From an optimization exercise on the open Yosys and OpenROAD flow, aimed at small area; shortcuts taken in it are not production practice.
The RTL was checked by simulation tests, not by an equivalence proof against the original design.
No activity file was given, so power comes from the tool's default toggle rates.

## flow/constraint.sdc

```tcl
create_clock -name core_clock -period 5.0 [get_ports {clk}]
set_input_delay 1.0000 -clock core_clock [delete_from_list [all_inputs] [get_ports {clk}]]
set_output_delay 1.0000 -clock core_clock [all_outputs]
set_load 0.01 [all_outputs]
```

## flow/run.sh

```bash
#!/bin/bash
# synth_recipe.tcl (not shown) runs the flow's synth.tcl, then flattens the netlist and writes it again
# the make line also repeats each setting of config.mk as NAME=value (left out here)
make -C /OpenROAD-flow-scripts/flow DESIGN_CONFIG=/design/flow/config.mk WORK_HOME=/design/flow/orfs CLKGATE_MAP_FILE= SYNTH_SCRIPT=/design/flow/synth_recipe.tcl finish
```

## flow/design.v

```verilog
`timescale 1ns/1ns
package mips_id_pkg;
    typedef logic [31:0] word_t;       
    typedef logic [31:0] inst_t;       
    typedef logic [4:0]  reg_addr_t;   
    typedef logic [7:0]  alu_op_t;     
    typedef logic [2:0]  alu_sel_t;    
    localparam int REG_COUNT = 32;     
    localparam logic [5:0] OPC_SPECIAL = 6'b000000;
    localparam logic [5:0] OPC_ADDI    = 6'b001000;
    localparam logic [5:0] OPC_ADDIU   = 6'b001001;
    localparam logic [5:0] OPC_SLTI    = 6'b001010;
    localparam logic [5:0] OPC_SLTIU   = 6'b001011;
    localparam logic [5:0] OPC_ANDI    = 6'b001100;
    localparam logic [5:0] OPC_ORI     = 6'b001101;
    localparam logic [5:0] OPC_XORI    = 6'b001110;
    localparam logic [5:0] OPC_LUI     = 6'b001111;
    localparam logic [5:0] FN_SLL  = 6'b000000;
    localparam logic [5:0] FN_SRL  = 6'b000010;
    localparam logic [5:0] FN_SRA  = 6'b000011;
    localparam logic [5:0] FN_SLLV = 6'b000100;
    localparam logic [5:0] FN_SRLV = 6'b000110;
    localparam logic [5:0] FN_SRAV = 6'b000111;
    localparam logic [5:0] FN_MOVZ = 6'b001010;
    localparam logic [5:0] FN_MOVN = 6'b001011;
    localparam logic [5:0] FN_ADD  = 6'b100000;
    localparam logic [5:0] FN_ADDU = 6'b100001;
    localparam logic [5:0] FN_SUB  = 6'b100010;
    localparam logic [5:0] FN_SUBU = 6'b100011;
    localparam logic [5:0] FN_AND  = 6'b100100;
    localparam logic [5:0] FN_OR   = 6'b100101;
    localparam logic [5:0] FN_XOR  = 6'b100110;
    localparam logic [5:0] FN_NOR  = 6'b100111;
    localparam logic [5:0] FN_SLT  = 6'b101010;
    localparam logic [5:0] FN_SLTU = 6'b101011;
    localparam alu_op_t OP_NOP  = 8'b00000000;
    localparam alu_op_t OP_AND  = 8'b00100100;
    localparam alu_op_t OP_OR   = 8'b00100101;
    localparam alu_op_t OP_XOR  = 8'b00100110;
    localparam alu_op_t OP_NOR  = 8'b00100111;
    localparam alu_op_t OP_SLL  = 8'b01111100;
    localparam alu_op_t OP_SRL  = 8'b00000010;
    localparam alu_op_t OP_SRA  = 8'b00000011;
    localparam alu_op_t OP_ADD  = 8'b00100000;
    localparam alu_op_t OP_ADDU = 8'b00100001;
    localparam alu_op_t OP_SUB  = 8'b00100010;
    localparam alu_op_t OP_SUBU = 8'b00100011;
    localparam alu_op_t OP_SLT  = 8'b00101010;
    localparam alu_op_t OP_SLTU = 8'b00101011;
    localparam alu_op_t OP_MOVN = 8'b00001011;
    localparam alu_op_t OP_MOVZ = 8'b00001010;
    localparam alu_sel_t SEL_NOP   = 3'b000;
    localparam alu_sel_t SEL_LOGIC = 3'b001;
    localparam alu_sel_t SEL_SHIFT = 3'b010;
    localparam alu_sel_t SEL_MOVE  = 3'b011;
    localparam alu_sel_t SEL_ARITH = 3'b100;
    localparam logic [3:0] C_NOP  = 4'b0000;   
    localparam logic [3:0] C_SLL  = 4'b0001;
    localparam logic [3:0] C_SRL  = 4'b0010;
    localparam logic [3:0] C_SRA  = 4'b0011;
    localparam logic [3:0] C_AND  = 4'b0100;
    localparam logic [3:0] C_OR   = 4'b0101;
    localparam logic [3:0] C_XOR  = 4'b0110;
    localparam logic [3:0] C_NOR  = 4'b0111;
    localparam logic [3:0] C_ADD  = 4'b1000;
    localparam logic [3:0] C_ADDU = 4'b1001;
    localparam logic [3:0] C_SUB  = 4'b1010;
    localparam logic [3:0] C_SUBU = 4'b1011;
    localparam logic [3:0] C_MOVZ = 4'b1100;
    localparam logic [3:0] C_MOVN = 4'b1101;
    localparam logic [3:0] C_SLT  = 4'b1110;
    localparam logic [3:0] C_SLTU = 4'b1111;
endpackage
`timescale 1ns/1ns
module inst_decoder (
    input  logic [31:0] inst_i,
    output logic [3:0]  code_o,
    output logic [4:0]  waddr_o,
    output logic [1:0]  re_o,       
    output logic [31:0] imm_o
);
    logic [5:0] op;
    logic [5:0] func;
    logic       sh_hit;
    logic       r_hit;
    logic       i_hit;
    logic [3:0] r_code;
    logic [3:0] i_code;
    logic [3:0] sh_code;
    assign op   = inst_i[31:26];
    assign func = inst_i[5:0];
    always_comb begin
        r_hit  = 1'b1;
        r_code = mips_id_pkg::C_NOP;
        case (func)
            mips_id_pkg::FN_AND:  r_code = mips_id_pkg::C_AND;
            mips_id_pkg::FN_OR:   r_code = mips_id_pkg::C_OR;
            mips_id_pkg::FN_XOR:  r_code = mips_id_pkg::C_XOR;
            mips_id_pkg::FN_NOR:  r_code = mips_id_pkg::C_NOR;
            mips_id_pkg::FN_SLLV: r_code = mips_id_pkg::C_SLL;
            mips_id_pkg::FN_SRLV: r_code = mips_id_pkg::C_SRL;
            mips_id_pkg::FN_SRAV: r_code = mips_id_pkg::C_SRA;
            mips_id_pkg::FN_ADD:  r_code = mips_id_pkg::C_ADD;
            mips_id_pkg::FN_ADDU: r_code = mips_id_pkg::C_ADDU;
            mips_id_pkg::FN_SUB:  r_code = mips_id_pkg::C_SUB;
            mips_id_pkg::FN_SUBU: r_code = mips_id_pkg::C_SUBU;
            mips_id_pkg::FN_SLT:  r_code = mips_id_pkg::C_SLT;
            mips_id_pkg::FN_SLTU: r_code = mips_id_pkg::C_SLTU;
            mips_id_pkg::FN_MOVN: r_code = mips_id_pkg::C_MOVN;
            mips_id_pkg::FN_MOVZ: r_code = mips_id_pkg::C_MOVZ;
            default: r_hit = 1'b0;
        endcase
    end
    always_comb begin
        i_hit  = 1'b1;
        i_code = mips_id_pkg::C_NOP;
        case (op)
            mips_id_pkg::OPC_ANDI:  i_code = mips_id_pkg::C_AND;
            mips_id_pkg::OPC_ORI:   i_code = mips_id_pkg::C_OR;
            mips_id_pkg::OPC_XORI:  i_code = mips_id_pkg::C_XOR;
            mips_id_pkg::OPC_LUI:   i_code = mips_id_pkg::C_OR;
            mips_id_pkg::OPC_ADDI:  i_code = mips_id_pkg::C_ADD;
            mips_id_pkg::OPC_ADDIU: i_code = mips_id_pkg::C_ADDU;
            mips_id_pkg::OPC_SLTI:  i_code = mips_id_pkg::C_SLT;
            mips_id_pkg::OPC_SLTIU: i_code = mips_id_pkg::C_SLTU;
            default: i_hit = 1'b0;
        endcase
    end
    always_comb begin
        sh_hit  = (inst_i[31:21] == 11'b0);
        sh_code = mips_id_pkg::C_NOP;
        case (func)
            mips_id_pkg::FN_SLL: sh_code = mips_id_pkg::C_SLL;
            mips_id_pkg::FN_SRL: sh_code = mips_id_pkg::C_SRL;
            mips_id_pkg::FN_SRA: sh_code = mips_id_pkg::C_SRA;
            default: sh_hit = 1'b0;
        endcase
    end
    always_comb begin
        code_o  = mips_id_pkg::C_NOP;
        waddr_o = inst_i[15:11];   
        re_o    = 2'b00;
        imm_o   = '0;
        if (sh_hit) begin
            code_o     = sh_code;
            re_o[1]    = 1'b1;
            imm_o[4:0] = inst_i[10:6];   
        end else if ((op == mips_id_pkg::OPC_SPECIAL) && r_hit) begin
            code_o = r_code;
            re_o   = 2'b11;
        end else if (i_hit) begin
            code_o  = i_code;
            waddr_o = inst_i[20:16];   
            re_o[0] = 1'b1;
            if (op == mips_id_pkg::OPC_LUI) begin
                imm_o = {inst_i[15:0], 16'h0000};
            end else if (op[2]) begin   
                imm_o = {16'h0000, inst_i[15:0]};
            end else begin
                imm_o = {{16{inst_i[15]}}, inst_i[15:0]};
            end
        end
    end
endmodule
`timescale 1ns/1ns
module operand_select #(
    parameter int IMM_W = 32         
) (
    input  logic             re_i,
    input  logic [4:0]       raddr_i,
    input  logic [IMM_W-1:0] imm_i,
    input  logic [32*32-1:0] regs_i,
    input  logic             ex_we_i,
    input  logic [4:0]       ex_waddr_i,
    input  logic [31:0]      ex_wdata_i,
    input  logic             mem_we_i,
    input  logic [4:0]       mem_waddr_i,
    input  logic [31:0]      mem_wdata_i,
    output logic [31:0]      data_o
);
    logic        ex_hit;
    logic        mem_hit;
    logic        rf_hit;
    logic [32:0] sel;                  
    logic [33*32-1:0] words;
    logic [32*11-1:0] grp_n;           
    assign ex_hit  = re_i && ex_we_i && (ex_waddr_i == raddr_i);
    assign mem_hit = re_i && !ex_hit && mem_we_i && (mem_waddr_i == raddr_i);
    assign rf_hit  = re_i && !ex_hit && !mem_hit;
    always_comb begin
        for (int i = 1; i < 32; i++) begin
            sel[i-1] = rf_hit && (raddr_i == i[4:0]);
        end
        sel[31] = ex_hit;
        sel[32] = mem_hit;
    end
    assign words = {mem_wdata_i, ex_wdata_i, regs_i[32*32-1:32]};
    for (genvar k = 0; k < 11; k++) begin : gen_grp
        aoi3 #(.W(32)) u_aoi (
            .s_i ({sel[3*k+2], sel[3*k+1], sel[3*k]}),
            .a_i (words[32*(3*k)   +: 32]),
            .b_i (words[32*(3*k+1) +: 32]),
            .c_i (words[32*(3*k+2) +: 32]),
            .y_o (grp_n[32*k +: 32])
        );
    end
    always_comb begin
        data_o = '0;
        for (int k = 0; k < 11; k++) begin
            data_o = data_o | ~grp_n[32*k +: 32];
        end
        data_o[IMM_W-1:0] = data_o[IMM_W-1:0] | ({IMM_W{!re_i}} & imm_i);
    end
endmodule
module aoi3 #(
    parameter int W = 32
) (
    input  logic [2:0]   s_i,
    input  logic [W-1:0] a_i,
    input  logic [W-1:0] b_i,
    input  logic [W-1:0] c_i,
    output logic [W-1:0] y_o
);
    assign y_o = ~(({W{s_i[0]}} & a_i) | ({W{s_i[1]}} & b_i) | ({W{s_i[2]}} & c_i));
endmodule
`timescale 1ns/1ns
module regfile (
    input  logic             clk,
    input  logic             rst,
    input  logic             wb_we_i,
    input  logic [4:0]       wb_waddr_i,
    input  logic [31:0]      wb_wdata_i,
    output logic [32*32-1:0] regs_o       
);
    assign regs_o[31:0] = '0;
    logic [31:0] wdata;
    assign wdata = wb_wdata_i & {32{!rst}};
    for (genvar i = 1; i < 32; i++) begin : gen_reg
        logic        en;
        logic [31:0] r;
        assign en = rst || (wb_we_i && (wb_waddr_i == i[4:0]));
        always_ff @(posedge clk) begin
            if (en) begin
                r <= wdata;
            end
        end
        assign regs_o[32*i +: 32] = r;
    end
endmodule
`timescale 1ns/1ns
module id_ex_latch (
    input  logic        clk,
    input  logic        rst,
    input  logic        in_valid_i,
    output logic        in_ready_o,
    input  logic [3:0]  code_i,
    input  logic [4:0]  waddr_i,
    input  logic [31:0] data1_i,
    input  logic [31:0] data2_i,
    output logic        out_valid_o,
    input  logic        out_ready_i,
    output logic [7:0]  out_aluop_o,
    output logic [2:0]  out_alusel_o,
    output logic        out_we_o,
    output logic [4:0]  out_waddr_o,
    output logic [31:0] out_data1_o,
    output logic [31:0] out_data2_o,
    output logic        out_illegal_o
);
    logic [3:0] code_q;
    logic       nz;
    assign in_ready_o = !out_valid_o || out_ready_i;
    always_ff @(posedge clk) begin
        if (rst) begin
            out_valid_o <= 1'b0;
        end else if (in_ready_o) begin
            out_valid_o <= in_valid_i;
        end
    end
    always_ff @(posedge clk) begin
        if (in_ready_o) begin
            code_q      <= code_i;
            out_waddr_o <= waddr_i;
            out_data1_o <= data1_i;
            out_data2_o <= data2_i;
        end
    end
    assign nz = |out_data2_o;
    always_comb begin
        out_aluop_o   = mips_id_pkg::OP_NOP;
        out_alusel_o  = mips_id_pkg::SEL_NOP;
        out_we_o      = 1'b1;
        out_illegal_o = 1'b0;
        case (code_q)
            mips_id_pkg::C_NOP: begin
                out_we_o      = 1'b0;
                out_illegal_o = 1'b1;
            end
            mips_id_pkg::C_SLL:  begin out_aluop_o = mips_id_pkg::OP_SLL;  out_alusel_o = mips_id_pkg::SEL_SHIFT; end
            mips_id_pkg::C_SRL:  begin out_aluop_o = mips_id_pkg::OP_SRL;  out_alusel_o = mips_id_pkg::SEL_SHIFT; end
            mips_id_pkg::C_SRA:  begin out_aluop_o = mips_id_pkg::OP_SRA;  out_alusel_o = mips_id_pkg::SEL_SHIFT; end
            mips_id_pkg::C_AND:  begin out_aluop_o = mips_id_pkg::OP_AND;  out_alusel_o = mips_id_pkg::SEL_LOGIC; end
            mips_id_pkg::C_OR:   begin out_aluop_o = mips_id_pkg::OP_OR;   out_alusel_o = mips_id_pkg::SEL_LOGIC; end
            mips_id_pkg::C_XOR:  begin out_aluop_o = mips_id_pkg::OP_XOR;  out_alusel_o = mips_id_pkg::SEL_LOGIC; end
            mips_id_pkg::C_NOR:  begin out_aluop_o = mips_id_pkg::OP_NOR;  out_alusel_o = mips_id_pkg::SEL_LOGIC; end
            mips_id_pkg::C_ADD:  begin out_aluop_o = mips_id_pkg::OP_ADD;  out_alusel_o = mips_id_pkg::SEL_ARITH; end
            mips_id_pkg::C_ADDU: begin out_aluop_o = mips_id_pkg::OP_ADDU; out_alusel_o = mips_id_pkg::SEL_ARITH; end
            mips_id_pkg::C_SUB:  begin out_aluop_o = mips_id_pkg::OP_SUB;  out_alusel_o = mips_id_pkg::SEL_ARITH; end
            mips_id_pkg::C_SUBU: begin out_aluop_o = mips_id_pkg::OP_SUBU; out_alusel_o = mips_id_pkg::SEL_ARITH; end
            mips_id_pkg::C_SLT:  begin out_aluop_o = mips_id_pkg::OP_SLT;  out_alusel_o = mips_id_pkg::SEL_ARITH; end
            mips_id_pkg::C_SLTU: begin out_aluop_o = mips_id_pkg::OP_SLTU; out_alusel_o = mips_id_pkg::SEL_ARITH; end
            mips_id_pkg::C_MOVZ: begin
                out_aluop_o  = mips_id_pkg::OP_MOVZ;
                out_alusel_o = mips_id_pkg::SEL_MOVE;
                out_we_o     = !nz;
            end
            default: begin   
                out_aluop_o  = mips_id_pkg::OP_MOVN;
                out_alusel_o = mips_id_pkg::SEL_MOVE;
                out_we_o     = nz;
            end
        endcase
    end
endmodule
`timescale 1ns/1ns
module id_stage (
    input  logic        clk,
    input  logic        rst,
    input  logic [31:0] inst_i,
    input  logic        inst_valid_i,
    output logic        inst_ready_o,
    input  logic        ex_fwd_we_i,
    input  logic [4:0]  ex_fwd_waddr_i,
    input  logic [31:0] ex_fwd_wdata_i,
    input  logic        mem_fwd_we_i,
    input  logic [4:0]  mem_fwd_waddr_i,
    input  logic [31:0] mem_fwd_wdata_i,
    input  logic        wb_we_i,
    input  logic [4:0]  wb_waddr_i,
    input  logic [31:0] wb_wdata_i,
    output logic [7:0]  out_aluop_o,
    output logic [2:0]  out_alusel_o,
    output logic        out_we_o,
    output logic [4:0]  out_waddr_o,
    output logic [31:0] out_data1_o,
    output logic [31:0] out_data2_o,
    output logic        out_illegal_o,
    output logic        out_valid_o,
    input  logic        out_ready_i
);
    logic [3:0]       code;
    logic [4:0]       waddr;
    logic [1:0]       re;
    logic [31:0]      imm;
    logic [32*32-1:0] regs;
    logic [31:0]      operand [2];
    inst_decoder u_decoder (
        .inst_i  (inst_i),
        .code_o  (code),
        .waddr_o (waddr),
        .re_o    (re),
        .imm_o   (imm)
    );
    regfile u_regfile (
        .clk        (clk),
        .rst        (rst),
        .wb_we_i    (wb_we_i),
        .wb_waddr_i (wb_waddr_i),
        .wb_wdata_i (wb_wdata_i),
        .regs_o     (regs)
    );
    operand_select #(.IMM_W(5)) u_sel_rs (
        .re_i        (re[0]),
        .raddr_i     (inst_i[25:21]),
        .imm_i       (imm[4:0]),
        .regs_i      (regs),
        .ex_we_i     (ex_fwd_we_i),
        .ex_waddr_i  (ex_fwd_waddr_i),
        .ex_wdata_i  (ex_fwd_wdata_i),
        .mem_we_i    (mem_fwd_we_i),
        .mem_waddr_i (mem_fwd_waddr_i),
        .mem_wdata_i (mem_fwd_wdata_i),
        .data_o      (operand[0])
    );
    operand_select #(.IMM_W(32)) u_sel_rt (
        .re_i        (re[1]),
        .raddr_i     (inst_i[20:16]),
        .imm_i       (imm),
        .regs_i      (regs),
        .ex_we_i     (ex_fwd_we_i),
        .ex_waddr_i  (ex_fwd_waddr_i),
        .ex_wdata_i  (ex_fwd_wdata_i),
        .mem_we_i    (mem_fwd_we_i),
        .mem_waddr_i (mem_fwd_waddr_i),
        .mem_wdata_i (mem_fwd_wdata_i),
        .data_o      (operand[1])
    );
    id_ex_latch u_latch (
        .clk           (clk),
        .rst           (rst),
        .in_valid_i    (inst_valid_i),
        .in_ready_o    (inst_ready_o),
        .code_i        (code),
        .waddr_i       (waddr),
        .data1_i       (operand[0]),
        .data2_i       (operand[1]),
        .out_valid_o   (out_valid_o),
        .out_ready_i   (out_ready_i),
        .out_aluop_o   (out_aluop_o),
        .out_alusel_o  (out_alusel_o),
        .out_we_o      (out_we_o),
        .out_waddr_o   (out_waddr_o),
        .out_data1_o   (out_data1_o),
        .out_data2_o   (out_data2_o),
        .out_illegal_o (out_illegal_o)
    );
endmodule
```

## flow/config.mk

```make
export PLATFORM = sky130hd
export DESIGN_NAME = id_stage
export DESIGN_NICKNAME = id_stage
export VERILOG_FILES = /design/flow/design.v
export SDC_FILE = /design/flow/constraint.sdc
export NUM_CORES = 4
export LEC_CHECK = 0
export CAP_MARGIN = 20
export CORE_MARGIN = 2
export CORE_UTILIZATION = 40
export SLEW_MARGIN = 20
export SYNTH_HIERARCHICAL = 1
export SYNTH_MINIMUM_KEEP_SIZE = 0
```

==> out/qor_table.md, run 1 <==
| Result | This run | Unit |
|---|---|---|
| Result of the run | timing/DRC/antenna clean | - |
| Clk pwr share | 40.0 | % |
| Non-filler instance count after layout | 4,629 | - |
| Setup slack after placement | -0.241 | ns |
| Actual transition at the worst max-transition pin | 1.23 | ns |
| Maximum number of pins on one net before global-route repair | 42 | - |
| First-pass GRT wire length | 262,000 | µm |
| Flop2flop setup slack | 2.90 | ns |
| Post-CTS Hold Buffers | 0 | - |
| Setup clock skew after layout | 0.0476 | ns |
| Die outline area | 0.116 | mm² |
| Fraction of layout instances using a drive strength above 1 | 19.3 | % |
| Capture endpoint of the worst hold path | u_latch.out_data1_o[7] | - |
| Number of antenna violations at the first check in global routing | 9 | - |
| Synthesized netlist cell count | 2,646 | - |
| Via count | 35,144 | - |
| Power Density | 377 | mW/mm² |
| Total power consumption of the routed design | 20.5 | mW |
| # fillers | 9,367 | - |
| Switching power total | 4.74 | mW |
| Final Net Count | 3,195 | - |
| Fraction of the core area covered by cells at the end of the flow | 48.4 | % |
| Final routed wirelength across all metal layers | 197,000 | µm |
| Dpl cell area | 0.0508 | mm² |
| Vertical extent of the die | 341 | µm |
| Crit path capture type | output pin | - |
| Nets in the synthesized netlist | 2,800 | - |
| Fraction of power spent switching nets | 23.2 | % |
| Starting utilization of the core area | 40.3 | % |
| Vias per cell | 7.59 | - |
| Signed area change from the synthesized netlist to the final layout | 20.0 | % |
| Cell Count Post-Placement | 4,431 | - |
| Worst-path clk slew | 0.06 | ns |
| Number of buffers inserted by port buffering | 232 | - |
| Path class of the lowest-slack min-delay path | reg2reg | - |
| Clock sink total | 1,066 | - |
| Clock buffer count from CTS | 108 | - |
| Rel. slew slack | 17.5 | % |
| Internal Dissipation | 15.7 | mW |
| Part of the total power dissipated in sequential elements | 54.4 | % |
| Count of routing violations after the opening detailed-route iteration | 10,801 | - |
| Startpoint class of the critical path | register | - |
| Total core area | 0.112 | mm² |
| Post-CTS repair timing setup buffer count | 0 | - |
| Final RePlAce weighted congestion | 0.976 | - |
| Reg2Reg Depth | 3 | - |
| CTS tree | yes | - |
| Vias in the first global route | 32,847 | - |
| Count of final setup violators | 0 | - |
| Required time of the critical path | 4.00 | ns |
| Endpoint of the most critical register-to-register path | u_latch.code_q[1] | - |
| Worst hold slack | 0.603 | ns |
| H-Tree Depth | 3 | - |
| Avg Cell Area, Syn | 17.1 | µm² |
| Max frequency | 212 | MHz |
| Area of all placed cells without fillers | 0.0544 | mm² |
| Peak supply drop | 0.280 | mV |
| Data arrival time of the critical path | 3.71 | ns |
| Max Buffers Root-to-Sink | 3 | - |
| Minimum period implied by the final worst setup slack | 4.71 | ns |
| Syn Std Cell Area | 0.0453 | mm² |
| Clk root buf | sky130_fd_sc_hd__clkbuf_16 | - |
| Worst Min Path Start | u_regfile.gen_reg[24].r[7] | - |
| Setup repair after global routing missed its margin | false | - |
| Yosys warnings | 13 | - |
| Worst Slack Setup Final | 0.287 | ns |
| Total of cells resized after clock tree synthesis | 0 | - |
| Endpoints failing hold | 0 | - |
| Total Routing Usage GR | 32.5 | % |
| Ratio of final minimum period to clock period | 94.3 | % |
| Worst r2r src | u_latch.out_valid_o | - |
| Part of the total power dissipated in combinational logic | 5.7 | % |
| Max-cap violations | 0 | - |
| Skew-Pair Late Insertion Delay | 0.72 | ns |
| Remaining Overflow, GRT | 0 | - |
| LEAKAGE | 18.3 | nW |
| Rows | 123 | - |
| Worst Setup Path Type | reg2out | - |
| Remaining routing DRC violations | 0 | - |
| Pre-Repair DR Iteration Count | 13 | - |
| Maximum fanout along the worst path | 2 | - |
| Routed WL per cell | 42.5 | µm |
| Number of instances on the worst hold path | 2 | - |
| Setup TNS | 0 | ns |
| Post-route ant nets | 0 | - |
| Die extent in x | 341 | µm |
| Estimated wirelength of the detail-placed design | 132,000 | µm |
| Final number of max-transition violations | 0 | - |
| Top-Level Pins | 234 | - |
cell usage in the layout (no fill, tap or decap), types with 32 or more instances in the layout:
cell type	instances
sky130_fd_sc_hd__a2111o_1	32
sky130_fd_sc_hd__a222oi_1	704
sky130_fd_sc_hd__buf_12	32
sky130_fd_sc_hd__buf_4	262
sky130_fd_sc_hd__clkbuf_16	109
sky130_fd_sc_hd__clkdlybuf4s50_1	231
sky130_fd_sc_hd__edfxtp_1	1065
sky130_fd_sc_hd__nand2_1	62
sky130_fd_sc_hd__nand3_1	42
sky130_fd_sc_hd__nand4_1	160
sky130_fd_sc_hd__nor2_1	39
routing by layer:
| metal | vias to the layer above | part of all wire, % | GRT usage [%] |
|---|---|---|---|
| li1 | 13269 | - | - |
| met1 | 17536 | 34 | 42.1 |
| met2 | 3724 | 43 | 48.3 |
| met3 | 609 | 17 | 11.2 |
| met4 | 6 | 5.9 | 17.1 |
| met5 | - | 0.019 | 0 |
worst max-delay path: stages (launching register included):
cell	delay, ns
sky130_fd_sc_hd__edfxtp_1	0.57
sky130_fd_sc_hd__nor4_1	0.93
sky130_fd_sc_hd__nand3_1	0.45
sky130_fd_sc_hd__nor3_2	0.25
sky130_fd_sc_hd__mux2i_1	0.23
sky130_fd_sc_hd__clkdlybuf4s50_1	0.56
power groups by stage:
stage	registers [mW]	clock network, mW	logic (mW)
3_5_place_dp	11.3	0	1.12
3_3_place_gp	11.2	0	1.09
4_1_cts	11.1	8.20	1.12
2_1_floorplan	11.2	0	0.382
5_1_grt	11.2	8.51	1.18
6_report	11.1	8.19	1.16
area by class of cell:
type	instances	area [µm²]	share of cell area (%)
Sequential cell	1066	32000	58.9
Multi-Input combinational cell	1327	12000	22.0
Timing Repair Buffer	528	4960	9.13
Clock buffer	126	2800	5.15
Tap cell	1500	1880	3.45
Clock inverter	66	719	1.32
Inverter	10	37.5	0.0690
Antenna cell	6	15.0	0.0276
sequential cells by signal, summed over array words and instances (netlist names):
register             count
u_latch.out_valid_o      1
u_latch.out_waddr_o      5
u_latch.out_data2_o     32
u_regfile.gen.r        992
u_latch.out_data1_o     32
u_latch.code_q           4
worst max path at each step:
stage | startpoint | to
floorplan | wb_waddr_i[0] | u_regfile.gen_reg[3].r[0]
global placement | inst_i[1] | u_latch.out_data2_o[20]
detailed placement | inst_i[1] | u_latch.out_data2_o[20]
CTS | u_latch.code_q[1] | out_we_o
global route | inst_i[1] | u_latch.out_data2_o[20]
finish | u_latch.out_data2_o[20] | out_we_o
==> run 2, diff against run 1 <==
--- a/flow/design.v
+++ b/flow/design.v
@@ -166,6 +166,8 @@
 module operand_select #(
     parameter int IMM_W = 32         
 ) (
+    input  logic             ld_i,
+    input  logic [31:0]      q_i,
     input  logic             re_i,
     input  logic [4:0]       raddr_i,
     input  logic [IMM_W-1:0] imm_i,
@@ -184,9 +186,13 @@
     logic [32:0] sel;                  
     logic [33*32-1:0] words;
     logic [32*11-1:0] grp_n;           
-    assign ex_hit  = re_i && ex_we_i && (ex_waddr_i == raddr_i);
-    assign mem_hit = re_i && !ex_hit && mem_we_i && (mem_waddr_i == raddr_i);
-    assign rf_hit  = re_i && !ex_hit && !mem_hit;
+    logic        imm_hit;
+    assign imm_hit = ld_i && !re_i;
+    assign ex_hit  = ld_i && re_i && ex_we_i && (ex_waddr_i == raddr_i);
+    assign mem_hit = ld_i && re_i && !(ex_we_i && (ex_waddr_i == raddr_i))
+                     && mem_we_i && (mem_waddr_i == raddr_i);
+    assign rf_hit  = ld_i && re_i && !(ex_we_i && (ex_waddr_i == raddr_i))
+                     && !(mem_we_i && (mem_waddr_i == raddr_i));
     always_comb begin
         for (int i = 1; i < 32; i++) begin
             sel[i-1] = rf_hit && (raddr_i == i[4:0]);
@@ -205,11 +211,11 @@
         );
     end
     always_comb begin
-        data_o = '0;
+        data_o = {32{!ld_i}} & q_i;
         for (int k = 0; k < 11; k++) begin
             data_o = data_o | ~grp_n[32*k +: 32];
         end
-        data_o[IMM_W-1:0] = data_o[IMM_W-1:0] | ({IMM_W{!re_i}} & imm_i);
+        data_o[IMM_W-1:0] = data_o[IMM_W-1:0] | ({IMM_W{imm_hit}} & imm_i);
     end
 endmodule
 module aoi3 #(
@@ -281,10 +287,12 @@
         if (in_ready_o) begin
             code_q      <= code_i;
             out_waddr_o <= waddr_i;
-            out_data1_o <= data1_i;
-            out_data2_o <= data2_i;
         end
     end
+    always_ff @(posedge clk) begin
+        out_data1_o <= data1_i;
+        out_data2_o <= data2_i;
+    end
     assign nz = |out_data2_o;
     always_comb begin
         out_aluop_o   = mips_id_pkg::OP_NOP;
@@ -370,6 +378,8 @@
         .regs_o     (regs)
     );
     operand_select #(.IMM_W(5)) u_sel_rs (
+        .ld_i        (inst_ready_o),
+        .q_i         (out_data1_o),
         .re_i        (re[0]),
         .raddr_i     (inst_i[25:21]),
         .imm_i       (imm[4:0]),
@@ -383,6 +393,8 @@
         .data_o      (operand[0])
     );
     operand_select #(.IMM_W(32)) u_sel_rt (
+        .ld_i        (inst_ready_o),
+        .q_i         (out_data2_o),
         .re_i        (re[1]),
         .raddr_i     (inst_i[20:16]),
         .imm_i       (imm),
==> flow/flow/run.sh (new file) <==
#!/bin/bash
# The standard layout (the standard.sh: ORFS synthesis to final), with two
# changes to how ORFS calls OpenROAD:
#  - port buffers are the smallest buffer, buf_1, instead of the one buffer_ports
#    picks by default (repair_design and repair_timing still resize them as needed);
#  - CTS clusters sinks as config.mk says and inserts no dummy loads.
set -euo pipefail
cd "$(dirname "$0")/.."
export BUFFER_PORTS_ARGS="-buffer_cell sky130_fd_sc_hd__buf_1"
export CTS_ARGS="-sink_clustering_enable -repair_clock_nets -sink_clustering_size 25 -sink_clustering_max_diameter 120 -dont_use_dummy_load"
bash standard.sh > standard.log 2>&1
==> flow/standard.sh (new file) <==
#!/bin/bash
# synth_recipe.tcl (not shown) runs the flow's synth.tcl, then flattens the netlist and writes it again
# the make line also repeats each setting of config.mk as NAME=value (left out here)
make -C /OpenROAD-flow-scripts/flow DESIGN_CONFIG=/design/flow/config.mk WORK_HOME=/design/flow/orfs CLKGATE_MAP_FILE= SYNTH_SCRIPT=/design/flow/synth_recipe.tcl "${@:-finish}"
--- a/flow/config.mk
+++ b/flow/config.mk
@@ -8,6 +8,8 @@
 export CAP_MARGIN = 20
 export CORE_MARGIN = 2
 export CORE_UTILIZATION = 40
+export CTS_CLUSTER_DIAMETER = 120
+export CTS_CLUSTER_SIZE = 25
 export SLEW_MARGIN = 20
 export SYNTH_HIERARCHICAL = 1
 export SYNTH_MINIMUM_KEEP_SIZE = 0
removed: flow/run.sh
==> run 2 against run 1 <==
Still clean on timing, DRC and antenna; cell count decreased by 5.6%; routed wire length decreased by 13%; synthesized cell count grew 0.53%; sequential share of layout area increased by 4.5 points; combinational power decreased by 19%; clock power shrank 47%; power decreased by 20%; global-route usage is 4.0 points lower; clock skew is 0.014 ns lower; die area down 1.1%; count of clock-buffer cells in the layout down 78; critical endpoint is now u_latch.out_data2_o[31].
==> out/qor_table.md, run 2 <==
| Result | This run | Unit | Delta |
|---|---|---|---|
| Worst Setup Path Type | in2reg | - | was reg2out |
| Remaining Overflow, GRT | 0 | - | unchanged |
| Setup TNS | 0 | ns | unchanged |
| Path class of the lowest-slack min-delay path | reg2reg | - | unchanged |
| Rows | 122 | - | was 123 |
| Clock buffer count from CTS | 48 | - | was 108 |
| Actual transition at the worst max-transition pin | 1.09 | ns | was 1.23 ns |
| Ratio of final minimum period to clock period | 87.9 | % | was 94.3% |
| Met2 Wirelength | 77,700 | µm | was 84,800 µm |
| Cell family contributing the most delay on the critical path | simple AND/OR/NAND/NOR gates | - | unchanged |
| LEAKAGE | 15.7 | nW | was 18.3 nW |
| Most common cell after layout, fill and taps aside | sky130_fd_sc_hd__edfxtp_1 | - | unchanged |
| Count of routing violations after the opening detailed-route iteration | 9,693 | - | was 10,801 |
| Post-route ant nets | 0 | - | unchanged |
| Rel. slew slack | 27.5 | % | was 17.5% |
| Number of buffers inserted by port buffering | 232 | - | unchanged |
| H-Tree Depth | 2 | - | was 3 |
| Skew-Pair Late Insertion Delay | 0.67 | ns | was 0.72 ns |
| Estimated wirelength of the detail-placed design | 106,000 | µm | was 132,000 µm |
| Max-cap violations | 0 | - | unchanged |
| Top layer reached by signal wires | met5 | - | unchanged |
| Signed area change from the synthesized netlist to the final layout | 10.4 | % | was 20.0% |
| Top-Level Pins | 234 | - | unchanged |
| Result of the run | timing/DRC/antenna clean | - | unchanged |
| # fillers | 9,576 | - | was 9,367 |
| Final routed wirelength across all metal layers | 172,000 | µm | was 197,000 µm |
| Met1 wire length | 60,200 | µm | was 67,500 µm |
| Fraction of power spent switching nets | 23.3 | % | was 23.2% |
| Part of the total power dissipated in sequential elements | 67.3 | % | was 54.4% |
| Register with the most flip-flops | u_regfile.gen.r | - | unchanged |
| Worst Slack Setup Final | 0.603 | ns | was 0.287 ns |
| Number of antenna violations at the first check in global routing | 8 | - | was 9 |
| Die extent in x | 339 | µm | was 341 µm |
| Data arrival time of the critical path | 4.93 | ns | was 3.71 ns |
| Remaining routing DRC violations | 0 | - | unchanged |
| Internal Dissipation | 12.5 | mW | was 15.7 mW |
| Vias in the first global route | 31,988 | - | was 32,847 |
| CTS tree | yes | - | unchanged |
| Final number of max-transition violations | 0 | - | unchanged |
| Crit path capture type | register | - | was output pin |
| Setup slack after placement | 0.0767 | ns | was -0.241 ns |
| Maximum fanout along the worst path | 32 | - | was 2 |
| Die outline area | 0.115 | mm² | was 0.116 mm² |
| Max frequency | 227 | MHz | was 212 MHz |
| Vertical extent of the die | 339 | µm | was 341 µm |
| Maximum number of pins on one net before global-route repair | 37 | - | was 42 |
| Bufs and invs on worst path | 3 | - | was 1 |
| Max Buffers Root-to-Sink | 3 | - | unchanged |
| Clock sink total | 1,066 | - | unchanged |
| Count of final setup violators | 0 | - | unchanged |
| Clk pwr share | 26.9 | % | was 40.0% |
| Clk root buf | sky130_fd_sc_hd__clkbuf_16 | - | unchanged |
| Avg Cell Area, Syn | 16.8 | µm² | was 17.1 µm² |
| Routed WL per cell | 39.3 | µm | was 42.5 µm |
| Number of flip-flops in the largest register | 992 | - | unchanged |
| First-pass GRT wire length | 237,000 | µm | was 262,000 µm |
| Minimum period implied by the final worst setup slack | 4.40 | ns | was 4.71 ns |
| Post-CTS Hold Buffers | 0 | - | unchanged |
| Endpoints failing hold | 0 | - | unchanged |
| Critical path, cell by cell | buf_1, inv_1, ha_1, or3_1, a21oi_1, nor2_1, nand2_1, a31o_4, nor4_2, buf_12, a222oi_1, nand4_1, nor2_1, nand4_1, a221o_1 | - | was nor4_1, nand3_1, nor3_2, mux2i_1, clkdlybuf4s50_1 |
| Setup repair after global routing missed its margin | false | - | unchanged |
| Synthesized netlist cell count | 2,660 | - | was 2,646 |
| Met3 Routed Length | 26,000 | µm | was 32,600 µm |
| Fraction of layout instances using a drive strength above 1 | 13.6 | % | was 19.3% |
| Post-CTS repair timing setup buffer count | 0 | - | unchanged |
| Worst hold slack | 0.484 | ns | was 0.603 ns |
| Total core area | 0.111 | mm² | was 0.112 mm² |
| Non-filler instance count after layout | 4,371 | - | was 4,629 |
| Vias per cell | 7.60 | - | was 7.59 |
| Biggest regs | u_regfile.gen.r x992, u_latch.out_data1_o x32, u_latch.out_data2_o x32 | - | unchanged |
| Cell Count Post-Placement | 4,318 | - | was 4,431 |
| Total of cells resized after clock tree synthesis | 0 | - | unchanged |
| Setup clock skew after layout | 0.0337 | ns | was 0.0476 ns |
| Startpoint class of the critical path | input pin | - | was register |
| Peak supply drop | 0.266 | mV | was 0.280 mV |
| Worst-path clk slew | 0.10 | ns | was 0.06 ns |
| Required time of the critical path | 5.53 | ns | was 4.00 ns |
| Nets in the synthesized netlist | 2,814 | - | was 2,800 |
| Starting utilization of the core area | 40.4 | % | was 40.3% |
| Syn Std Cell Area | 0.0448 | mm² | was 0.0453 mm² |
| Total Routing Usage GR | 28.5 | % | was 32.5% |
| Final RePlAce weighted congestion | 0.960 | - | was 0.976 |
| Pre-Repair DR Iteration Count | 15 | - | was 13 |
| CP max-delay cell | sky130_fd_sc_hd__a31o_4 | - | was sky130_fd_sc_hd__nor4_1 |
| Switching power total | 3.80 | mW | was 4.74 mW |
| Final Net Count | 3,034 | - | was 3,195 |
| Part of the total power dissipated in combinational logic | 5.8 | % | was 5.7% |
| Yosys warnings | 13 | - | unchanged |
| Most frequent cells in the layout | sky130_fd_sc_hd__edfxtp_1, sky130_fd_sc_hd__a222oi_1, sky130_fd_sc_hd__buf_1 | - | was sky130_fd_sc_hd__edfxtp_1, sky130_fd_sc_hd__a222oi_1, sky130_fd_sc_hd__buf_4 |
| Power Density | 330 | mW/mm² | was 377 mW/mm² |
| Via count | 33,229 | - | was 35,144 |
| Max incr delay on CP | 0.53 | ns | was 0.93 ns |
run 2: worst register-to-register path: stages, from the launching register on:
cell and delay, ns:
sky130_fd_sc_hd__dfxtp_1 0.34, sky130_fd_sc_hd__nand2b_1 0.13, sky130_fd_sc_hd__nand2_1 0.20, sky130_fd_sc_hd__a31o_4 0.53
sky130_fd_sc_hd__nor4_2 0.18, sky130_fd_sc_hd__buf_12 0.25, sky130_fd_sc_hd__a222oi_1 0.49, sky130_fd_sc_hd__nand4_1 0.24
sky130_fd_sc_hd__nor2_1 0.38, sky130_fd_sc_hd__nand4_1 0.24, sky130_fd_sc_hd__a221o_1 0.31
run 2: final cells by class:
| class | instances | area [µm²] | area share, % |
|---|---|---|---|
| Tap cell | 1488 | 1860 | 3.76 |
| Inverter | 11 | 41.3 | 0.0834 |
| Sequential cell | 1066 | 31400 | 63.4 |
| Clock buffer | 48 | 1200 | 2.43 |
| Timing Repair Buffer | 419 | 2900 | 5.86 |
| Antenna cell | 5 | 12.5 | 0.0253 |
| Multi-Input combinational cell | 1334 | 12100 | 24.5 |
run 2: worst paths after layout:
path                                              start                 endpoint  slack (ns)  cells after the start
worst max-delay path                          inst_i[0]  u_latch.out_data2_o[31]        0.60                     15
worst min-delay path            u_latch.out_data1_o[19]  u_latch.out_data1_o[19]        0.48                      1
worst max register to register      u_latch.out_valid_o  u_latch.out_data2_o[31]        1.58                     10
worst min register to register  u_latch.out_data1_o[19]  u_latch.out_data1_o[19]        0.48                      1
run 2: routing by layer:
metal | GRT usage [%] | vias to the layer above
met2 | 44.5 | 3282
li1 | - | 12902
met1 | 37.3 | 16566
met4 | 12.3 | 8
met5 | 0 | -
met3 | 7.94 | 471
run 2: per-stage QoR:
| step | area, µm² | power, mW | util (%) |
|---|---|---|---|
| after floorplan | 44800 | 11.5 | - |
| after global placement | 48100 | 12.0 | 43.4 |
| after detailed placement | 48200 | 12.1 | 43.4 |
| after CTS | 49400 | 16.3 | 44.5 |
| after global routing | 49500 | 16.7 | 44.6 |
| final | 49500 | 16.3 | 44.6 |
run 2: power by group through the flow:
stage	logic, mW	clock network [mW]	registers, mW
2_1_floorplan	0.394	0	11.1
3_5_place_dp	0.914	0	11.2
3_3_place_gp	0.887	0	11.1
5_1_grt	0.976	4.68	11.0
4_1_cts	0.915	4.40	11.0
6_report	0.945	4.38	11.0
==> run 3, diff against run 2 <==
--- a/flow/config.mk
+++ b/flow/config.mk
@@ -10,6 +10,7 @@
 export CORE_UTILIZATION = 40
 export CTS_CLUSTER_DIAMETER = 120
 export CTS_CLUSTER_SIZE = 25
+export PLACE_DENSITY = 0.8
 export SLEW_MARGIN = 20
 export SYNTH_HIERARCHICAL = 1
 export SYNTH_MINIMUM_KEEP_SIZE = 0
==> run 3 against run 2 <==
Sequential power hardly changed; area after synthesis did not move; maximum frequency decreased by 5.3%; design area down 0.56%; hold slack got worse by 0.0011 ns; sequential share of layout area increased by 0.35 points; global-route usage down 1.3 points; die area is the same; routed wire length decreased by 4.1%; cell count down 0.23%; largest cell class unchanged.
==> out/qor_table.md, run 3 <==
| Result | This run | Unit | Delta |
|---|---|---|---|
| Number of buffers inserted by port buffering | 232 | - | unchanged |
| Final Net Count | 3,028 | - | was 3,034 |
| Actual transition at the worst max-transition pin | 1.24 | ns | was 1.09 ns |
| Result of the run | timing/DRC/antenna clean | - | unchanged |
| Number of flip-flops in the largest register | 992 | - | unchanged |
| Met3 capacity usage during global routing | 10.4 | % | was 7.94% |
| Capture endpoint of the worst hold path | u_latch.out_data1_o[6] | - | was u_latch.out_data1_o[19] |
| Worst-path clk slew | 0.10 | ns | about the same |
| Setup clock skew after layout | 0.0534 | ns | was 0.0337 ns |
| Reg2Reg Depth | 10 | - | unchanged |
| Die extent in x | 339 | µm | unchanged |
| Minimum period implied by the final worst setup slack | 4.64 | ns | was 4.40 ns |
| Vias per cell | 7.85 | - | was 7.60 |
| Max frequency | 215 | MHz | was 227 MHz |
| Final RePlAce weighted congestion | 0.958 | - | was 0.960 |
| Power Density | 330 | mW/mm² | about the same |
| Clk root buf | sky130_fd_sc_hd__clkbuf_16 | - | unchanged |
| Count of final setup violators | 0 | - | unchanged |
| Max Buffers Root-to-Sink | 3 | - | unchanged |
| Synthesized netlist cell count | 2,660 | - | unchanged |
| Worst Min Path Start | u_latch.out_data1_o[6] | - | was u_latch.out_data1_o[19] |
| Crit path capture type | register | - | unchanged |
| CP max-delay cell | sky130_fd_sc_hd__a222oi_1 | - | was sky130_fd_sc_hd__a31o_4 |
| Endpoint of the most critical register-to-register path | u_latch.out_data2_o[22] | - | was u_latch.out_data2_o[31] |
| Path class of the lowest-slack min-delay path | reg2reg | - | unchanged |
| Data arrival time of the critical path | 5.16 | ns | was 4.93 ns |
| Post-CTS Hold Buffers | 0 | - | unchanged |
| Total of cells resized after clock tree synthesis | 0 | - | unchanged |
| Maximum number of pins on one net before global-route repair | 33 | - | was 37 |
| Remaining Overflow, GRT | 0 | - | unchanged |
| Biggest regs | u_regfile.gen.r x992, u_latch.out_data1_o x32, u_latch.out_data2_o x32 | - | unchanged |
| Estimated wirelength of the detail-placed design | 105,000 | µm | was 106,000 µm |
| Endpoints failing hold | 0 | - | unchanged |
| Bufs and invs on worst path | 3 | - | unchanged |
| Total power consumption of the routed design | 16.2 | mW | was 16.3 mW |
| Signed area change from the synthesized netlist to the final layout | 9.80 | % | was 10.4% |
| Most frequent cells in the layout | sky130_fd_sc_hd__edfxtp_1, sky130_fd_sc_hd__a222oi_1, sky130_fd_sc_hd__buf_1 | - | unchanged |
| Remaining routing DRC violations | 0 | - | unchanged |
| Flop2flop setup slack | 1.36 | ns | was 1.58 ns |
| First-pass GRT wire length | 229,000 | µm | was 237,000 µm |
| Required time of the critical path | 5.52 | ns | was 5.53 ns |
| Clock buffer count from CTS | 48 | - | unchanged |
| Setup TNS | 0 | ns | unchanged |
| Ratio of final minimum period to clock period | 92.8 | % | was 87.9% |
| Total core area | 0.111 | mm² | unchanged |
| Met1 demand-to-capacity share in global routing | 33.4 | % | was 37.3% |
| Fraction of layout instances using a drive strength above 1 | 13.4 | % | was 13.6% |
| Nets in the synthesized netlist | 2,814 | - | unchanged |
| Number of instances on the worst hold path | 1 | - | unchanged |
| Worst Setup Path Type | in2reg | - | unchanged |
| Setup repair after global routing missed its margin | false | - | unchanged |
| Count of routing violations after the opening detailed-route iteration | 11,600 | - | was 9,693 |
| Routed WL per cell | 37.7 | µm | was 39.3 µm |
| Post-CTS repair timing setup buffer count | 0 | - | unchanged |
| Critical path, cell by cell | buf_1, inv_1, ha_1, or3_1, a21oi_1, nor2_1, nand2_1, a31o_4, nor4_2, buf_12, a222oi_1, nand4_1, nor2_1, nand4_1, a221o_1 | - | unchanged |
| Grt peak-use layer | met2 | - | unchanged |
| Startpoint class of the critical path | input pin | - | unchanged |
| Skew-Pair Late Insertion Delay | 0.68 | ns | was 0.67 ns |
| Final routed wirelength across all metal layers | 165,000 | µm | was 172,000 µm |
| Starting utilization of the core area | 40.4 | % | unchanged |
| Register with the most flip-flops | u_regfile.gen.r | - | unchanged |
| Maximum fanout along the worst path | 32 | - | unchanged |
| Worst r2r src | u_latch.out_valid_o | - | unchanged |
| Via count | 34,230 | - | was 33,229 |
| LEAKAGE | 15.6 | nW | was 15.7 nW |
| Avg Cell Area, Syn | 16.8 | µm² | unchanged |
| Total Routing Usage GR | 27.2 | % | was 28.5% |
| Met2 track utilization from global routing | 41.5 | % | was 44.5% |
| Yosys warnings | 13 | - | unchanged |
| Vertical extent of the die | 339 | µm | unchanged |
| Vias in the first global route | 32,247 | - | was 31,988 |
| Pre-Repair DR Iteration Count | 19 | - | was 15 |
| Clock sink total | 1,066 | - | unchanged |
| CTS tree | yes | - | unchanged |
| Rel. slew slack | 16.8 | % | was 27.5% |
| Max-cap violations | 0 | - | unchanged |
| Cell family contributing the most delay on the critical path | simple AND/OR/NAND/NOR gates | - | unchanged |
| Rows | 122 | - | unchanged |
| Top-Level Pins | 234 | - | unchanged |
| Number of antenna violations at the first check in global routing | 13 | - | was 8 |
| Max incr delay on CP | 0.73 | ns | was 0.53 ns |
| H-Tree Depth | 2 | - | unchanged |
| Syn Std Cell Area | 0.0448 | mm² | unchanged |
| Peak supply drop | 0.218 | mV | was 0.266 mV |
| Final number of max-transition violations | 0 | - | unchanged |
| Most common cell after layout, fill and taps aside | sky130_fd_sc_hd__edfxtp_1 | - | unchanged |
| Post-route ant nets | 0 | - | unchanged |
| Die outline area | 0.115 | mm² | unchanged |
-- run 3: final cells by class --
class / instances / area [µm²]
multi-input combinational: 1334 / 12100
sequential: 1066 / 31400
timing repair buffer: 413 / 2630
clock buffer: 48 / 1200
fill: 9426 / 61800
tap: 1488 / 1860
inverter: 11 / 41.3
antenna: 1 / 2.50
-- run 3: where the power goes --
| group | switching, mW | leakage, nW | internal, mW |
|---|---|---|---|
| combinational | 0.724 | 4.78 | 0.207 |
| sequential | 0.413 | 10.2 | 10.6 |
| clock | 2.60 | 0.592 | 1.72 |
| total | 3.74 | 15.6 | 12.5 |
-- run 3: worst reg2reg max path: stages (launching register included) --
cell	delay (ns)
sky130_fd_sc_hd__dfxtp_1	0.35
sky130_fd_sc_hd__nand2b_1	0.18
sky130_fd_sc_hd__nand2_1	0.18
sky130_fd_sc_hd__a31o_4	0.36
sky130_fd_sc_hd__nor4_2	0.16
sky130_fd_sc_hd__buf_12	0.21
sky130_fd_sc_hd__a222oi_1	0.74
sky130_fd_sc_hd__nand4_1	0.43
sky130_fd_sc_hd__nor2_1	0.28
sky130_fd_sc_hd__nand4_1	0.26
sky130_fd_sc_hd__a221o_1	0.36
-- run 3: worst max path at each step --
stage             startpoint                   endpoint  slack, ns  cells past startpoint
2_1_floorplan  wb_waddr_i[0]  u_regfile.gen_reg[3].r[0]       0.79                      3
3_3_place_gp       inst_i[0]    u_latch.out_data2_o[14]       0.29                     15
3_5_place_dp       inst_i[0]    u_latch.out_data2_o[22]       0.19                     15
4_1_cts            inst_i[0]    u_latch.out_data2_o[22]       0.80                     15
5_1_grt            inst_i[0]    u_latch.out_data2_o[22]       0.39                     15
6_report           inst_i[0]    u_latch.out_data2_o[22]       0.36                     15
-- run 3: per-stage QoR --
stage	hold slack [ns]	std cells	worst slack (ns)	cell area, µm²	utilization [%]
after floorplan	0.516	2660	0.788	44800	-
after global placement	0.451	4311	0.289	47900	43.1
after detailed placement	0.464	4312	0.186	47900	43.2
after CTS	0.487	4360	0.801	49100	44.3
after global routing	0.502	4360	0.394	49200	44.3
final	0.483	4361	0.358	49200	44.3
-- run 3: metal layers --
metal | share of wire (%) | vias to the layer above
met2 | 43 | 4125
met3 | 19 | 831
met1 | 31 | 16358
li1 | - | 12892
met4 | 7.3 | 24
met5 | 0.096 | -
==> run 4, diff against run 3 <==
--- a/flow/design.v
+++ b/flow/design.v
@@ -193,21 +193,46 @@
                      && mem_we_i && (mem_waddr_i == raddr_i);
     assign rf_hit  = ld_i && re_i && !(ex_we_i && (ex_waddr_i == raddr_i))
                      && !(mem_we_i && (mem_waddr_i == raddr_i));
+    logic [3:0] lo_n;
+    logic [7:0] hi_n;
     always_comb begin
-        for (int i = 1; i < 32; i++) begin
-            sel[i-1] = rf_hit && (raddr_i == i[4:0]);
+        for (int k = 0; k < 4; k++) begin
+            lo_n[k] = !(rf_hit && (raddr_i[1:0] == k[1:0]));
+        end
+        for (int j = 0; j < 8; j++) begin
+            hi_n[j] = !(raddr_i[4:2] == j[2:0]);
         end
-        sel[31] = ex_hit;
-        sel[32] = mem_hit;
     end
+    logic [32:0] sel_hi;
+    onehot_grid u_grid_lo (
+        .hi_n_i (hi_n),
+        .lo_n_i (lo_n),
+        .sel_o  (sel[30:0])
+    );
+    onehot_grid u_grid_hi (
+        .hi_n_i (hi_n),
+        .lo_n_i (lo_n),
+        .sel_o  (sel_hi[30:0])
+    );
+    assign sel[31]    = ex_hit;
+    assign sel[32]    = mem_hit;
+    assign sel_hi[31] = ex_hit;
+    assign sel_hi[32] = mem_hit;
     assign words = {mem_wdata_i, ex_wdata_i, regs_i[32*32-1:32]};
     for (genvar k = 0; k < 11; k++) begin : gen_grp
-        aoi3 #(.W(32)) u_aoi (
+        aoi3 #(.W(16)) u_aoi_lo (
             .s_i ({sel[3*k+2], sel[3*k+1], sel[3*k]}),
-            .a_i (words[32*(3*k)   +: 32]),
-            .b_i (words[32*(3*k+1) +: 32]),
-            .c_i (words[32*(3*k+2) +: 32]),
-            .y_o (grp_n[32*k +: 32])
+            .a_i (words[32*(3*k)   +: 16]),
+            .b_i (words[32*(3*k+1) +: 16]),
+            .c_i (words[32*(3*k+2) +: 16]),
+            .y_o (grp_n[32*k +: 16])
+        );
+        aoi3 #(.W(16)) u_aoi_hi (
+            .s_i ({sel_hi[3*k+2], sel_hi[3*k+1], sel_hi[3*k]}),
+            .a_i (words[32*(3*k)   + 16 +: 16]),
+            .b_i (words[32*(3*k+1) + 16 +: 16]),
+            .c_i (words[32*(3*k+2) + 16 +: 16]),
+            .y_o (grp_n[32*k + 16 +: 16])
         );
     end
     always_comb begin
@@ -229,6 +254,17 @@
 );
     assign y_o = ~(({W{s_i[0]}} & a_i) | ({W{s_i[1]}} & b_i) | ({W{s_i[2]}} & c_i));
 endmodule
+module onehot_grid (
+    input  logic [7:0]  hi_n_i,
+    input  logic [3:0]  lo_n_i,
+    output logic [30:0] sel_o
+);
+    always_comb begin
+        for (int i = 1; i < 32; i++) begin
+            sel_o[i-1] = !hi_n_i[i / 4] && !lo_n_i[i % 4];
+        end
+    end
+endmodule
 `timescale 1ns/1ns
 module regfile (
     input  logic             clk,
@@ -241,18 +277,45 @@
     assign regs_o[31:0] = '0;
     logic [31:0] wdata;
     assign wdata = wb_wdata_i & {32{!rst}};
+    logic [3:0]  lo;
+    logic [7:0]  hi;
+    logic [31:1] en;
+    always_comb begin
+        for (int k = 0; k < 4; k++) begin
+            lo[k] = wb_we_i && (wb_waddr_i[1:0] == k[1:0]);
+        end
+        for (int j = 0; j < 8; j++) begin
+            hi[j] = (wb_waddr_i[4:2] == j[2:0]);
+        end
+    end
+    regfile_wen u_wen (
+        .rst   (rst),
+        .hi_i  (hi),
+        .lo_i  (lo),
+        .en_o  (en)
+    );
     for (genvar i = 1; i < 32; i++) begin : gen_reg
-        logic        en;
         logic [31:0] r;
-        assign en = rst || (wb_we_i && (wb_waddr_i == i[4:0]));
         always_ff @(posedge clk) begin
-            if (en) begin
+            if (en[i]) begin
                 r <= wdata;
             end
         end
         assign regs_o[32*i +: 32] = r;
     end
 endmodule
+module regfile_wen (
+    input  logic        rst,
+    input  logic [7:0]  hi_i,
+    input  logic [3:0]  lo_i,
+    output logic [31:1] en_o
+);
+    always_comb begin
+        for (int i = 1; i < 32; i++) begin
+            en_o[i] = rst || (hi_i[i / 4] && lo_i[i % 4]);
+        end
+    end
+endmodule
 `timescale 1ns/1ns
 module id_ex_latch (
     input  logic        clk,
==> run 4 against run 3 <==
Global-route usage shrank 0.43 points; count of clock-buffer cells in the layout stayed put; critical path depth up 3; combinational power decreased by 5.8%; maximum frequency fell by 1.6%; cell count rose by 2.4%; synthesized cell count decreased by 0.64%.
==> out/qor_table.md, run 4 <==
| Result | This run | Unit | Delta |
|---|---|---|---|
| Cell Count Post-Placement | 4,409 | - | was 4,312 |
| Data arrival time of the critical path | 5.27 | ns | was 5.16 ns |
| Final routed wirelength across all metal layers | 159,000 | µm | was 165,000 µm |
| Clk root buf | sky130_fd_sc_hd__clkbuf_16 | - | unchanged |
| Endpoints failing hold | 0 | - | unchanged |
| Max incr delay on CP | 0.44 | ns | was 0.73 ns |
| Reg2Reg Depth | 13 | - | was 10 |
| Yosys warnings | 15 | - | was 13 |
| Top-Level Pins | 234 | - | unchanged |
| Post-route ant nets | 0 | - | unchanged |
| Starting utilization of the core area | 40.2 | % | was 40.4% |
| Power Density | 332 | mW/mm² | was 330 mW/mm² |
| Startpoint class of the critical path | input pin | - | unchanged |
| Post-CTS repair timing setup buffer count | 0 | - | unchanged |
| Maximum number of pins on one net before global-route repair | 48 | - | was 33 |
| Most frequent cells in the layout | sky130_fd_sc_hd__edfxtp_1, sky130_fd_sc_hd__a222oi_1, sky130_fd_sc_hd__buf_1 | - | unchanged |
| Path class of the lowest-slack min-delay path | reg2reg | - | unchanged |
| Max Buffers Root-to-Sink | 3 | - | unchanged |
| Setup repair after global routing missed its margin | false | - | unchanged |
| Actual transition at the worst max-transition pin | 1.40 | ns | was 1.24 ns |
| Estimated wirelength of the detail-placed design | 106,000 | µm | was 105,000 µm |
| Worst Setup Path Type | in2reg | - | unchanged |
| Syn Std Cell Area | 0.0443 | mm² | was 0.0448 mm² |
| Clock sink total | 1,066 | - | unchanged |
| CTS tree | yes | - | unchanged |
| LEAKAGE | 15.9 | nW | was 15.6 nW |
| Synthesized netlist cell count | 2,643 | - | was 2,660 |
| Result of the run | timing/DRC/antenna clean | - | unchanged |
| Setup clock skew after layout | 0.0357 | ns | was 0.0534 ns |
| Count of routing violations after the opening detailed-route iteration | 10,998 | - | was 11,600 |
| Minimum period implied by the final worst setup slack | 4.72 | ns | was 4.64 ns |
| Rows | 122 | - | unchanged |
| Crit path capture type | register | - | unchanged |
| Non-filler instance count after layout | 4,465 | - | was 4,361 |
| Worst-path clk slew | 0.10 | ns | about the same |
| Flop2flop setup slack | 1.29 | ns | was 1.36 ns |
| Peak supply drop | 0.238 | mV | was 0.218 mV |
| Setup TNS | 0 | ns | unchanged |
| # fillers | 9,393 | - | was 9,426 |
| Nets in the synthesized netlist | 2,797 | - | was 2,814 |
| Max-cap violations | 0 | - | unchanged |
| Multi-input gate area | 0.0116 | mm² | was 0.0121 mm² |
| Remaining Overflow, GRT | 0 | - | unchanged |
| Remaining routing DRC violations | 0 | - | unchanged |
| Maximum fanout along the worst path | 16 | - | was 32 |
| Pre-Repair DR Iteration Count | 14 | - | was 19 |
| Most common cell after layout, fill and taps aside | sky130_fd_sc_hd__edfxtp_1 | - | unchanged |
| Post-CTS Hold Buffers | 0 | - | unchanged |
| Max frequency | 212 | MHz | was 215 MHz |
| Signed area change from the synthesized netlist to the final layout | 9.95 | % | was 9.80% |
| H-Tree Depth | 2 | - | unchanged |
| First-pass GRT wire length | 221,000 | µm | was 229,000 µm |
| Biggest regs | u_regfile.gen.r x992, u_latch.out_data1_o x32, u_latch.out_data2_o x32 | - | unchanged |
| Avg Cell Area, Syn | 16.8 | µm² | about the same |
| Vias in the first global route | 31,621 | - | was 32,247 |
| Worst Min Path Start | u_latch.out_data1_o[9] | - | was u_latch.out_data1_o[6] |
| Final Net Count | 3,126 | - | was 3,028 |
| Final number of max-transition violations | 0 | - | unchanged |
| Die extent in x | 337 | µm | was 339 µm |
| Total of cells resized after clock tree synthesis | 0 | - | unchanged |
| Count of final setup violators | 0 | - | unchanged |
| CP max-delay cell | sky130_fd_sc_hd__nand4_1 | - | was sky130_fd_sc_hd__a222oi_1 |
| Number of instances on the worst hold path | 1 | - | unchanged |
| Worst r2r src | u_latch.out_valid_o | - | unchanged |
| Critical path, cell by cell | buf_1, inv_1, ha_1, or3_1, a21oi_1, nor2_1, nand2_1, a31oi_2, buf_4, nand4_1, buf_12, nor2_1, buf_4, a222oi_1, nand4_1, nor2_1, nand4_1, a221o_1 | - | was buf_1, inv_1, ha_1, or3_1, a21oi_1, nor2_1, nand2_1, a31o_4, nor4_2, buf_12, a222oi_1, nand4_1, nor2_1, nand4_1, a221o_1 |
| Required time of the critical path | 5.55 | ns | was 5.52 ns |
| Via count | 33,979 | - | was 34,230 |
| Number of antenna violations at the first check in global routing | 23 | - | was 13 |
| Total Routing Usage GR | 26.7 | % | was 27.2% |
| Ratio of final minimum period to clock period | 94.3 | % | was 92.8% |
| Endpoint of the most critical register-to-register path | u_latch.out_data2_o[13] | - | was u_latch.out_data2_o[22] |
| Clock buffer count from CTS | 48 | - | unchanged |
| Combined flip-flop and latch cell area | 0.0314 | mm² | unchanged |
| Final RePlAce weighted congestion | 1.00 | - | was 0.958 |
| Fraction of layout instances using a drive strength above 1 | 12.0 | % | was 13.4% |
| Rel. slew slack | 6.17 | % | was 16.8% |
| Vertical extent of the die | 337 | µm | was 339 µm |
| Total core area | 0.110 | mm² | was 0.111 mm² |
| Register with the most flip-flops | u_regfile.gen.r | - | unchanged |
| Skew-Pair Late Insertion Delay | 0.68 | ns | about the same |
| Routed WL per cell | 35.6 | µm | was 37.7 µm |
| Capture endpoint of the worst hold path | u_latch.out_data1_o[9] | - | was u_latch.out_data1_o[6] |
| Number of flip-flops in the largest register | 992 | - | unchanged |
| Die outline area | 0.113 | mm² | was 0.115 mm² |
| Number of buffers inserted by port buffering | 232 | - | unchanged |
| Vias per cell | 7.61 | - | was 7.85 |
-- run 4: metal layers --
metal	wire length, µm	global-route usage (%)
met1	49900	33.0
met2	69300	41.3
met3	28300	9.21
met4	11400	14.6
met5	159	0
-- run 4: metrics by stage --
step | hold slack (ns) | utilization, % | cell area (µm²) | setup slack, ns | total power [mW]
6_report | 0.494 | 44.2 | 48700 | 0.283 | 16.2
3_5_place_dp | 0.474 | 43.0 | 47400 | -0.211 | 12.0
4_1_cts | 0.499 | 44.1 | 48600 | 0.449 | 16.1
5_1_grt | 0.517 | 44.1 | 48700 | 0.174 | 16.5
2_1_floorplan | 0.516 | - | 44300 | 1.38 | 11.4
3_3_place_gp | 0.451 | 42.9 | 47400 | -0.125 | 11.9
-- run 4: worst max-delay path: cells and delay by family --
family / cells / cell delay [ns]
compound gates: 4 / 1.01
simple gates: 8 / 2.00
fa+ha+maj: 1 / 0.22
buf+inv: 5 / 0.99
-- run 4: how the worst max path moves through the flow --
| stage | start | to | slack, ns | cells after the start |
|---|---|---|---|---|
| finish | inst_i[0] | u_latch.out_data2_o[13] | 0.28 | 18 |
| global placement | inst_i[0] | u_latch.out_data2_o[13] | -0.13 | 18 |
| CTS | inst_i[0] | u_latch.out_data2_o[13] | 0.45 | 18 |
| floorplan | inst_i[3] | u_latch.out_data2_o[20] | 1.38 | 15 |
| detailed placement | inst_i[0] | u_latch.out_data2_o[13] | -0.21 | 18 |
| global route | inst_i[0] | u_latch.out_data2_o[13] | 0.17 | 18 |
-- run 4: where the power goes --
group	total [mW]	switching (mW)	internal [mW]	leakage (nW)
combinational	0.878	0.678	0.201	5.05
sequential	11.0	0.430	10.6	10.2
clock	4.31	2.59	1.72	0.592
-- run 4: area by class of cell --
class | instances | area share (%)
Antenna cell | 7 | 0.0359
Clock buffer | 48 | 2.46
Inverter | 9 | 0.0693
Multi-Input combinational cell | 1393 | 23.9
Sequential cell | 1066 | 64.3
Tap cell | 1488 | 3.82
Timing Repair Buffer | 454 | 5.39
==> run 5, diff against run 4 <==
==> flow/flow/run.sh (replaced) <==
#!/bin/bash
# The standard layout (the standard.sh: ORFS synthesis to final), with two
# changes to how ORFS calls OpenROAD:
#  - port buffers are the smallest buffer, buf_1, instead of the one buffer_ports
#    picks by default (repair_design and repair_timing still resize them as needed);
#  - CTS clusters sinks as config.mk says, inserts no dummy loads and builds
#    the tree above the leaves from clkbuf_8.
set -euo pipefail
cd "$(dirname "$0")/.."
export BUFFER_PORTS_ARGS="-buffer_cell sky130_fd_sc_hd__buf_1"
export CTS_ARGS="-sink_clustering_enable -repair_clock_nets -sink_clustering_size 25 -sink_clustering_max_diameter 120 -dont_use_dummy_load -root_buf sky130_fd_sc_hd__clkbuf_8 -tree_buf sky130_fd_sc_hd__clkbuf_8"
bash standard.sh > standard.log 2>&1
--- a/flow/config.mk
+++ b/flow/config.mk
@@ -10,7 +10,7 @@
 export CORE_UTILIZATION = 40
 export CTS_CLUSTER_DIAMETER = 120
 export CTS_CLUSTER_SIZE = 25
-export PLACE_DENSITY = 0.8
+export PLACE_DENSITY = 0.9
 export SLEW_MARGIN = 20
 export SYNTH_HIERARCHICAL = 1
 export SYNTH_MINIMUM_KEEP_SIZE = 0
==> run 5 against run 4 <==
Global-route usage is 0.096 points lower; critical path depth is 1 higher; combinational power decreased by 0.7%; routed wire length shrank 0.10%; die area unchanged; first-iteration DRC count is 11% higher; power fell by 0.64%; register-to-register slack got worse by 0.08 ns; sequential power hardly changed; critical endpoint is now u_latch.out_data2_o[18]; largest cell class unchanged.
==> out/qor_table.md, run 5 <==
| Result | This run | Unit | Delta |
|---|---|---|---|
| Result of the run | timing/DRC/antenna clean | - | unchanged |
| Routed WL per cell | 35.7 | µm | was 35.6 µm |
| First-pass GRT wire length | 222,000 | µm | was 221,000 µm |
| Clock buffer count from CTS | 48 | - | unchanged |
| Reg2Reg Depth | 14 | - | was 13 |
| Count of final setup violators | 0 | - | unchanged |
| LEAKAGE | 15.7 | nW | was 15.9 nW |
| Worst r2r src | u_latch.out_valid_o | - | unchanged |
| CP max-delay cell | sky130_fd_sc_hd__nor2_1 | - | was sky130_fd_sc_hd__nand4_1 |
| Total Routing Usage GR | 26.6 | % | was 26.7% |
| Data arrival time of the critical path | 5.41 | ns | was 5.27 ns |
| Startpoint class of the critical path | input pin | - | unchanged |
| Register with the most flip-flops | u_regfile.gen.r | - | unchanged |
| Final RePlAce weighted congestion | 0.997 | - | was 1.00 |
| # fillers | 9,333 | - | was 9,393 |
| Setup repair after global routing missed its margin | false | - | unchanged |
| Count of routing violations after the opening detailed-route iteration | 12,159 | - | was 10,998 |
| Required time of the critical path | 5.71 | ns | was 5.55 ns |
| Actual transition at the worst max-transition pin | 1.34 | ns | was 1.40 ns |
| Dpl cell area | 0.0473 | mm² | was 0.0474 mm² |
| Setup clock skew after layout | 0.0590 | ns | was 0.0357 ns |
| Die extent in x | 337 | µm | unchanged |
| Ratio of final minimum period to clock period | 94.1 | % | was 94.3% |
| Vias per cell | 7.71 | - | was 7.61 |
| Final Net Count | 3,109 | - | was 3,126 |
| Worst Slack Setup Final | 0.293 | ns | was 0.283 ns |
| Max Buffers Root-to-Sink | 3 | - | unchanged |
| Max incr delay on CP | 0.46 | ns | was 0.44 ns |
| Maximum fanout along the worst path | 16 | - | unchanged |
| Power Density | 332 | mW/mm² | about the same |
| Multi-input gate area | 0.0116 | mm² | about the same |
| Cell with the most instances on the worst path | sky130_fd_sc_hd__buf_4 | - |  |
| Fraction of layout instances using a drive strength above 1 | 11.4 | % | was 12.0% |
| Maximum number of pins on one net before global-route repair | 52 | - | was 48 |
[run 5: how the worst min path moves through the flow]
stage	start	end	slack (ns)	cells after the start
after CTS	inst_valid_i	u_latch.out_valid_o	0.39	3
after floorplan	u_latch.out_data1_o[10]	u_latch.out_data1_o[10]	0.52	1
after global routing	inst_valid_i	u_latch.out_valid_o	0.40	3
after detailed placement	u_latch.out_data1_o[16]	u_latch.out_data1_o[16]	0.47	1
final	inst_valid_i	u_latch.out_valid_o	0.38	3
after global placement	u_latch.out_data1_o[16]	u_latch.out_data1_o[16]	0.45	1
[run 5: layout make-up]
| class | count | share of cell area, % |
|---|---|---|
| diodes | 7 | 0.0361 |
| clock buffers | 48 | 2.36 |
| inverters | 9 | 0.0696 |
| multi-input cells | 1393 | 23.9 |
| flip-flops and latches | 1066 | 64.6 |
| well taps | 1488 | 3.84 |
| repair buffers | 437 | 5.15 |
[run 5: worst max-delay path: cells and delay by family]
kind / cells / cell delay, ns
buf+inv: 6 / 1.22
simple gates: 8 / 1.91
compound gates: 4 / 1.05
fa+ha+maj: 1 / 0.22
[run 5: power by group]
part           internal [mW]  switching, mW
Clock                   1.61           2.61
Combinational          0.196          0.676
Sequential              10.6          0.427
Total                   12.4           3.71
[run 5: layer usage]
| layer | wire length [µm] | share of wire [%] | global-route usage (%) |
|---|---|---|---|
| met2 | 67800 | 43 | 40.9 |
| met1 | 48200 | 30 | 32.0 |
| met4 | 13000 | 8.2 | 15.4 |
| met3 | 29800 | 19 | 10.3 |
| met5 | 172 | 0.11 | 0 |
[run 5: metrics by stage]
stage / hold slack (ns) / cells
after floorplan: 0.516 / 2643
after global placement: 0.451 / 4390
after detailed placement: 0.466 / 4390
after CTS: 0.393 / 4438
after global routing: 0.399 / 4444
final: 0.384 / 4448

## port drivers added, routing unchanged
No port has a modelled driver above. Below, the same layouts with a new extraction and two added sets of constraints.
Step 1, drivers: a clkbuf_16 drives clk and a buf_2 each remaining input, both assumed.
Step 2 times the ports against the registers' clock, not the clock port: input delays grow and output delays shrink by t, the midpoint of the rising clock arrivals with the driver on.
a / b / c = no drivers / after step 1 / after step 2; a / b = the first two.
run | t (ns) | setup slack, ns
run 1 | 0.774 | 0.287 / 0.213 / -0.267
run 2 | 0.720 | 0.603 / 0.618 / -0.102
run 3 | 0.728 | 0.358 / 0.393 / -0.335
run 4 | 0.730 | 0.283 / 0.325 / -0.404
run 5 | 0.841 | 0.293 / 0.325 / -0.516
Met with ideal ports but missed after step 2: setup timing in every run listed.
